Context: an optimization exercise on an open-source flow, tuned for small area and a short achievable clock period. The choices shown serve that exercise and are no tape-out recipe.
Only simulation tests tie the RTL to the original design; equivalence was not proved.
Power figures rest on the tool's default switching activity, not on a simulated workload.

==> flow/config.mk <==
export PLATFORM = sky130hd
export DESIGN_NAME = intl_top
export DESIGN_NICKNAME = intl_top
export VERILOG_FILES = /design/flow/design.v
export SDC_FILE = /design/flow/constraint.sdc
export NUM_CORES = 4
export LEC_CHECK = 0
export CAP_MARGIN = 20
export CORE_MARGIN = 2
export CORE_UTILIZATION = 30
export SLEW_MARGIN = 20
==> flow/run.sh <==
#!/bin/bash
# synth_recipe.tcl (not shown) runs the flow's synth.tcl, then flattens the netlist and writes it again
# the make line also repeats each setting of config.mk as NAME=value (left out here)
make -C /OpenROAD-flow-scripts/flow DESIGN_CONFIG=/design/flow/config.mk WORK_HOME=/design/flow/orfs CLKGATE_MAP_FILE= SYNTH_SCRIPT=/design/flow/synth_recipe.tcl finish
==> flow/constraint.sdc <==
create_clock -name core_clock -period 10.0 [get_ports {clk}]
set_input_delay 2.0000 -clock core_clock [delete_from_list [all_inputs] [get_ports {clk}]]
set_output_delay 2.0000 -clock core_clock [all_outputs]
set_load 0.01 [all_outputs]
==> flow/design.v <==
`default_nettype none
package intl_pkg;
    localparam int SYM_W   = 2;      
    localparam int ADDR_W  = 12;     
    localparam int LOCAL_W = 10;     
    localparam int LANES   = 4;      
    localparam int STRIDE = 7;
    localparam logic [11:0] PB_LEN_16  = 12'd64;
    localparam logic [11:0] PB_LEN_136 = 12'd544;
    localparam logic [11:0] PB_LEN_520 = 12'd2080;
    typedef enum logic [1:0] {
        PB_16,
        PB_136,
        PB_520,
        PB_NONE
    } pb_size_e;
    typedef enum logic {
        IDLE,
        READ
    } seq_state_e;
endpackage
`default_nettype wire
`timescale 1ns/10ps
`default_nettype none
module pb_size_decode #(
    parameter int addr_w = intl_pkg::ADDR_W
) (
    input  wire  [addr_w-1:0]               pb_len,
    input  wire  [addr_w-1:0]               waddr,
    input  wire                             wen,
    output intl_pkg::pb_size_e              size_class,
    output logic [intl_pkg::LOCAL_W-1:0]    quarter_len,
    output logic                            wr_en,
    output logic [1:0]                      wr_bank,
    output logic [intl_pkg::LOCAL_W-1:0]    wr_local
);
    logic [addr_w-1:0] qtr;        
    logic [addr_w-1:0] half;
    logic [addr_w-1:0] three_q;
    logic [addr_w-1:0] base;
    logic [addr_w-1:0] offset;
    always_comb begin
        if (pb_len == addr_w'(intl_pkg::PB_LEN_16)) begin
            size_class  = intl_pkg::PB_16;
            quarter_len = (intl_pkg::LOCAL_W)'(intl_pkg::PB_LEN_16 >> 2);
        end else if (pb_len == addr_w'(intl_pkg::PB_LEN_136)) begin
            size_class  = intl_pkg::PB_136;
            quarter_len = (intl_pkg::LOCAL_W)'(intl_pkg::PB_LEN_136 >> 2);
        end else begin
            size_class  = intl_pkg::PB_NONE;
            quarter_len = '0;
        end
    end
    assign qtr     = addr_w'(quarter_len);
    assign half    = qtr << 1;
    assign three_q = qtr + half;
    always_comb begin
        if (waddr < qtr) begin
            wr_bank = 2'd0;
            base    = '0;
        end else if (waddr < half) begin
            wr_bank = 2'd1;
            base    = qtr;
        end else if (waddr < three_q) begin
            wr_bank = 2'd2;
            base    = half;
        end else begin
            wr_bank = 2'd3;
            base    = three_q;
        end
    end
    assign offset   = waddr - base;
    assign wr_local = offset[intl_pkg::LOCAL_W-1:0];
    assign wr_en    = wen && (size_class != intl_pkg::PB_NONE) && (waddr < pb_len);  
endmodule
`default_nettype wire
`timescale 1ns/10ps
`default_nettype none
module symbol_banks #(
    parameter int sym_w = intl_pkg::SYM_W
) (
    input  wire                                         clk,
    input  wire                                         wr_en,
    input  wire  [1:0]                                  wr_bank,
    input  wire  [intl_pkg::LOCAL_W-1:0]                wr_local,
    input  wire  [sym_w-1:0]                            wdata,
    input  wire                                         rd_en,
    input  wire  [intl_pkg::LOCAL_W-1:0]                rd_pos,
    output logic [intl_pkg::LANES*sym_w-1:0]            bank_rdata
);
    localparam int DEPTH = int'(intl_pkg::PB_LEN_136 >> 2);
    for (genvar b = 0; b < intl_pkg::LANES; b++) begin : g_bank
        logic [sym_w-1:0] mem [0:DEPTH-1];
        logic [sym_w-1:0] rd_q;
        always_ff @(posedge clk) begin
            if (wr_en && (wr_bank == 2'(b))) begin
                mem[wr_local] <= wdata;
            end
        end
        always_ff @(posedge clk) begin
            if (rd_en) begin
                rd_q <= mem[rd_pos];
            end
        end
        assign bank_rdata[b*sym_w +: sym_w] = rd_q;
    end
endmodule
`default_nettype wire
`timescale 1ns/10ps
`default_nettype none
module read_sequencer #(
    parameter int stride = intl_pkg::STRIDE
) (
    input  wire                             clk,
    input  wire                             n_rst,
    input  wire                             start,
    input  wire  intl_pkg::pb_size_e        size_class,
    input  wire  [intl_pkg::LOCAL_W-1:0]    quarter_len,
    output logic                            rd_en,
    output logic [intl_pkg::LOCAL_W-1:0]    rd_pos,
    output logic [1:0]                      rd_rot
);
    intl_pkg::seq_state_e             state;
    logic [intl_pkg::LOCAL_W-1:0]     q_len;       
    logic [intl_pkg::LOCAL_W-1:0]     step;
    logic [intl_pkg::LOCAL_W-1:0]     pos;
    logic [1:0]             rot;
    logic [intl_pkg::LOCAL_W:0]       pos_sum;
    logic [intl_pkg::LOCAL_W-1:0]     pos_next;
    logic                   accept;
    logic                   last;
    assign accept  = (state == intl_pkg::IDLE) && start && (size_class != intl_pkg::PB_NONE);
    assign last    = (step == q_len - (intl_pkg::LOCAL_W)'(1));
    assign pos_sum  = {1'b0, pos} + (intl_pkg::LOCAL_W+1)'(stride);
    assign pos_next = (pos_sum >= {1'b0, q_len}) ? (intl_pkg::LOCAL_W)'(pos_sum - {1'b0, q_len})
                                                 : pos_sum[intl_pkg::LOCAL_W-1:0];
    always_ff @(posedge clk or negedge n_rst) begin
        if (!n_rst) begin
            state <= intl_pkg::IDLE;
            q_len <= '0;
            step  <= '0;
            pos   <= '0;
            rot   <= '0;
        end else begin
            case (state)
                intl_pkg::IDLE: begin
                    if (accept) begin
                        state <= intl_pkg::READ;
                        q_len <= quarter_len;
                        step  <= '0;
                        pos   <= '0;
                        rot   <= '0;
                    end
                end
                intl_pkg::READ: begin              
                    step <= step + (intl_pkg::LOCAL_W)'(1);
                    pos  <= pos_next;
                    rot  <= rot + 2'd1;
                    if (last) begin
                        state <= intl_pkg::IDLE;
                    end
                end
            endcase
        end
    end
    always_ff @(posedge clk or negedge n_rst) begin
        if (!n_rst) begin
            rd_en  <= 1'b0;
            rd_pos <= '0;
            rd_rot <= '0;
        end else begin
            rd_en <= (state == intl_pkg::READ);
            if (state == intl_pkg::READ) begin
                rd_pos <= pos;
                rd_rot <= rot;
            end
        end
    end
endmodule
`default_nettype wire
`timescale 1ns/10ps
`default_nettype none
module lane_rotator #(
    parameter int sym_w = intl_pkg::SYM_W
) (
    input  wire                                 clk,
    input  wire                                 n_rst,
    input  wire                                 rd_en,
    input  wire  [1:0]                          rd_rot,
    input  wire  [intl_pkg::LANES*sym_w-1:0]    bank_rdata,
    output logic [sym_w-1:0]                    rdata0,
    output logic [sym_w-1:0]                    rdata1,
    output logic [sym_w-1:0]                    rdata2,
    output logic [sym_w-1:0]                    rdata3,
    output logic                                dout_vld
);
    logic               vld_d;           
    logic [1:0]         rot_d;
    logic [sym_w-1:0]   lane [intl_pkg::LANES];
    always_ff @(posedge clk or negedge n_rst) begin
        if (!n_rst) begin
            vld_d <= 1'b0;
            rot_d <= '0;
        end else begin
            vld_d <= rd_en;
            rot_d <= rd_rot;
        end
    end
    always_comb begin
        logic [1:0] sel;
        for (int j = 0; j < intl_pkg::LANES; j++) begin
            sel     = 2'(j) + rot_d;
            lane[j] = bank_rdata[sel*sym_w +: sym_w];
        end
    end
    always_ff @(posedge clk or negedge n_rst) begin
        if (!n_rst) begin
            rdata0   <= '0;
            rdata1   <= '0;
            rdata2   <= '0;
            rdata3   <= '0;
            dout_vld <= 1'b0;
        end else begin
            dout_vld <= vld_d;
            if (vld_d) begin             
                rdata0 <= lane[0];
                rdata1 <= lane[1];
                rdata2 <= lane[2];
                rdata3 <= lane[3];
            end
        end
    end
endmodule
`default_nettype wire
`timescale 1ns/10ps
`default_nettype none
module intl_top #(
    parameter int sym_w  = intl_pkg::SYM_W,
    parameter int addr_w = intl_pkg::ADDR_W,
    parameter int stride = intl_pkg::STRIDE
) (
    input  wire                 clk,
    input  wire                 n_rst,
    input  wire  [sym_w-1:0]    wdata,
    input  wire  [addr_w-1:0]   waddr,
    input  wire                 wen,
    input  wire  [addr_w-1:0]   pb_len,    
    input  wire                 start,
    output logic [sym_w-1:0]    rdata0,
    output logic [sym_w-1:0]    rdata1,
    output logic [sym_w-1:0]    rdata2,
    output logic [sym_w-1:0]    rdata3,
    output logic                dout_vld
);
    intl_pkg::pb_size_e                   size_class;
    logic [intl_pkg::LOCAL_W-1:0]         quarter_len;
    logic                       wr_en;
    logic [1:0]                 wr_bank;
    logic [intl_pkg::LOCAL_W-1:0]         wr_local;
    logic                       rd_en;
    logic [intl_pkg::LOCAL_W-1:0]         rd_pos;
    logic [1:0]                 rd_rot;
    logic [intl_pkg::LANES*sym_w-1:0]     bank_rdata;
    pb_size_decode #(
        .addr_w      (addr_w)
    ) u_decode (
        .pb_len      (pb_len),
        .waddr       (waddr),
        .wen         (wen),
        .size_class  (size_class),
        .quarter_len (quarter_len),
        .wr_en       (wr_en),
        .wr_bank     (wr_bank),
        .wr_local    (wr_local)
    );
    symbol_banks #(
        .sym_w      (sym_w)
    ) u_banks (
        .clk        (clk),
        .wr_en      (wr_en),
        .wr_bank    (wr_bank),
        .wr_local   (wr_local),
        .wdata      (wdata),
        .rd_en      (rd_en),
        .rd_pos     (rd_pos),
        .bank_rdata (bank_rdata)
    );
    read_sequencer #(
        .stride      (stride)
    ) u_seq (
        .clk         (clk),
        .n_rst       (n_rst),
        .start       (start),
        .size_class  (size_class),
        .quarter_len (quarter_len),
        .rd_en       (rd_en),
        .rd_pos      (rd_pos),
        .rd_rot      (rd_rot)
    );
    lane_rotator #(
        .sym_w      (sym_w)
    ) u_rot (
        .clk        (clk),
        .n_rst      (n_rst),
        .rd_en      (rd_en),
        .rd_rot     (rd_rot),
        .bank_rdata (bank_rdata),
        .rdata0     (rdata0),
        .rdata1     (rdata1),
        .rdata2     (rdata2),
        .rdata3     (rdata3),
        .dout_vld   (dout_vld)
    );
endmodule
`default_nettype wire
==> results.json <==
{
  "routed_via_density": 5.488,
  "drive_gt1_frac": 0.1631,
  "dr.pass1.iters": 7,
  "setup_viol": 0,
  "max_cap_viol_count": 0,
  "rsz0062_at_grt": "false",
  "core_um2": 164600,
  "slew_headroom": 0.1988,
  "io_pins": 39,
  "drt_iter0_drc": 3210,
  "skew_ps": 41.38,
  "synth_compound_area_frac": 0.04042,
  "grt_start_max_net_pins": 216,
  "switching_share": 0.2686,
  "syn_area_per_cell_um2": 15.64,
  "synth-edff-count": 1096,
  "yosysWarnings": 5,
  "synth_top_family_by_area": "multiplexers",
  "totalWireLength_um": 133500,
  "die_h_um": 410.8,
  "finalCriticalPeriod_ps": 8163,
  "rr_worst_depth": 7,
  "hold_path_end": "u_rot.rot_d[1]",
  "postCtsSetupBuffers": 0,
  "p_comb_frac": 0.168,
  "die-area_um2": 168800,
  "grt_first_pass_wirelength_um": 197600,
  "worst_setup_path_start_kind": "input pin",
  "core.rowCount": 149,
  "status": "no timing/DRC/antenna violations",
  "pwr-share-seq": 0.473,
  "worst_pin_slew_ps": 1202,
  "synthAdderAreaFrac": 0.008618,
  "area_growth_pct": 12.48,
  "async_reset_ff_frac": 0.04196,
  "p_int_mw": 8.338,
  "place_hpwl_um": 80800,
  "cts_tree": "yes",
  "finalNonFillerCells": 5384,
  "final_nets": 3165,
  "arrival_ps": 8560,
  "grt_pass1_vias": 29900,
  "seq_area_um2": 34120,
  "cts_buffer_depth": 3,
  "yosysTopAreaCell": "edfxtp_1",
  "cts-resized-gates": 0,
  "synth_seq_cells": 1144,
  "antenna_found_initial": 4,
  "r2r_slack_ps": 5390,
  "timing.rr.start": "u_seq.rd_pos[1]",
  "post-place-cells": 5176,
  "reg2reg_to": "u_banks.g_bank[3].rd_q[0]",
  "initial_core_util": 0.3016,
  "yosys-top-cells-area": "edfxtp_1 (66%), mux4_2 (9.7%), nor3_1 (3.5%)",
  "multi_input_area_um2": 14310,
  "numPortBuffers": 38,
  "ctsRootBufferMaster": "clkbuf_16",
  "route.detailed.drc": 0,
  "synthCells": 3174,
  "path_max_fanout": 13,
  "holdPathStages": 0,
  "leakagePower_nw": 16.33,
  "power.switching_mw": 3.062,
  "globalRouteOverflowTotal": 0,
  "route.detailed.wl_per_inst_um": 24.80,
  "muxShareOfSynthArea": 0.1313,
  "p_clk_frac": 0.359,
  "crit_type": "in -> reg",
  "power_per_cell_area_nw_per_um2": 204.1,
  "grt_usage": 0.1548,
  "fmax_mhz": 122.5,
  "fin_crit_sh": 0.8163,
  "cts_hold_buffers": 0,
  "cts.htree.levels": 3,
  "synthXorXnorAreaFrac": 0.004561,
  "numCtsBuffers": 113,
  "synth_area_um2": 49650,
  "gp_congestion": 0.8542,
  "vias": 29550,
  "peakVddDrop_v": 0.0001435,
  "synth-main-ff-cell": "edfxtp_1",
  "antenna_left": 0,
  "synth_top_area_frac": 0.6629,
  "required_ps": 10390,
  "cts_sinks": 1144,
  "setup_tns_ps": 0,
  "slew_viol_final": 0,
  "p_total_mw": 11.40,
  "fill_cells": 15620,
  "hp-start": "u_seq.rd_rot[1]",
  "synth-simple-area-share": 0.1009,
  "synthDistinctLibCells": 69,
  "finalHoldViolations": 0,
  "worstHoldPathType": "reg -> reg",
  "ys_seq_area_frac": 0.6870,
  "die_w_um": 410.8,
  "clk_latency_ps": 730,
  "end_kind": "flip-flop",
  "path_clk_slew_ps": 60
}
==> cells by family (layout without fill, tap and decap cells) <==
logic type | after synthesis | in the layout
XOR/XNOR | 25 | 25
other | 1 | 4
adder cells (fa/ha/maj) | 33 | 33
flip-flops | 1144 | 1144
multiplexers | 383 | 383
buffers and inverters | 333 | 351
AND/OR/NAND/NOR | 967 | 967
AO/OA/AOI/OAI | 288 | 288
==> Yosys cell counts, drive strengths merged, types with 3 or more instances <==
cell     number
nand4        18
xor2          8
a21o          5
nand3        59
buf         129
inv          29
a31oi         7
nor4        228
nor2         70
ha           31
a211o         8
a32oi         7
nor3        344
mux4        213
a211oi       22
nand4b        3
dfrtp        48
or2          21
o21a          5
xnor2        17
or4           5
mux2i       152
o311ai        7
a22oi        22
a22o          7
or3           6
nand2b       13
a21oi        38
a2111oi       8
clkbuf      174
o21ai        55
o211ai        4
a221o         7
o221ai       11
o22ai        46
nor2b        17
and2          8
o41ai         3
o22a         13
mux2         18
nor3b         3
nand2       161
edfxtp     1096
==> layout by cell type, fill, tap and decap left out, types with 18 or more instances in the layout <==
cell	synthesis	final
edfxtp_1	1096	1096
nor3_1	344	341
nor4_1	228	227
mux4_2	213	213
nand2_1	161	155
mux2i_1	152	152
clkbuf_16	0	115
nor2_1	70	70
buf_4	0	69
nand3_1	59	58
o21ai_0	52	52
o22ai_1	46	46
dfrtp_1	48	44
a21oi_1	38	38
clkdlybuf4s50_1	0	35
ha_1	31	31
clkinv_2	0	31
inv_1	29	28
clkinv_1	1	28
a22oi_1	22	22
a211oi_1	21	21
or2_2	21	21
nand4_1	18	18
mux2_2	18	18
==> state kept, by name, indices dropped and copies added (netlist names), 8 cells and up <==
signal,flops
u_seq.step,10
u_banks.g_bank.mem,1088
u_seq.rd_pos,8
u_banks.g_bank.rd_q,8
u_seq.pos,10
==> worst max path at each step <==
stage | start | endpoint | slack, ps | cells after the start
CTS | pb_len[0] | u_banks.g_bank[0].mem[99][0] | 2040 | 15
global route | pb_len[0] | u_banks.g_bank[0].mem[131][0] | 1600 | 15
global placement | pb_len[0] | u_banks.g_bank[3].mem[9][0] | 1360 | 14
detailed placement | pb_len[0] | u_banks.g_bank[0].mem[99][1] | 1250 | 15
finish | pb_len[0] | u_banks.g_bank[0].mem[19][1] | 1840 | 15
floorplan | pb_len[0] | u_banks.g_bank[1].mem[133][0] | 2890 | 16
==> routing by layer <==
metal	track usage	wire length, um
met5	0	23
met4	0.05908	4925
met3	0.02917	10600
met2	0.2481	63570
met1	0.2085	54410
==> final cells by class <==
class / count / share of cell area
Timing Repair Buffer: 114 / 0.01869
Sequential cell: 1144 / 0.6110
Inverter: 30 / 0.002016
Tap cell: 2189 / 0.04904
Multi-Input combinational cell: 1699 / 0.2562
Antenna cell: 1 / 0.00004481
Clock buffer: 132 / 0.05267
Clock inverter: 75 / 0.01035
==> power by group through the flow <==
stage	combinational, mW	clock (mW)	sequential (mW)
floorplan	1.33	0	5.42
CTS	1.92	4.15	5.39
global route	2.03	4.33	5.40
global placement	1.91	0	5.49
detailed placement	1.92	0	5.49
finish	1.91	4.10	5.39
==> through the flow <==
step | hold WS [ps] | setup WS, ps | area, um^2 | util
global route | 387.1 | 1604 | 55850 | 0.3392
finish | 377.8 | 1837 | 55850 | 0.3392
floorplan | 350.1 | 2889 | 49660 | -
detailed placement | 365.8 | 1254 | 52310 | 0.3178
global placement | 359.4 | 1365 | 52310 | 0.3178
CTS | 383.1 | 2040 | 55830 | 0.3392
==> worst max-delay path, stage by stage <==
cell and delay, ps:
clkdlybuf4s50_1 430, or4_1 630, or4_1 750, ha_1 270, nor4_1 340, nand2_1 110
a21oi_1 480, a211oi_4 200, ha_1 320, buf_4 190, nor2b_1 670, nand3_1 840
buf_4 490, or2_2 500, nor3_1 310

port drivers added, routing unchanged:
How much do the figures lean on ideal ports? The routed layout below was timed once more, with nothing changed but the port constraints.
Step 1, drivers: a clkbuf_16 drives clk and a buf_2 each remaining input, both assumed.
Step 2 times the ports against the registers' clock, not the clock port: input delays grow and output delays shrink by t, the midpoint of the rising clock arrivals with the driver on.
Slacks: ideal ports / drivers / drivers and shift; pairs: ideal ports / drivers.
shift t [ns]: 0.782
setup WS [ns]: 1.837 / 1.889 / 1.107
worst slew at a driven data input, ns: 0.06
After both steps setup and hold are still met in this run. For this run, drivers alone change the setup slack by +0.052 ns; drivers and shift together by -0.730 ns.
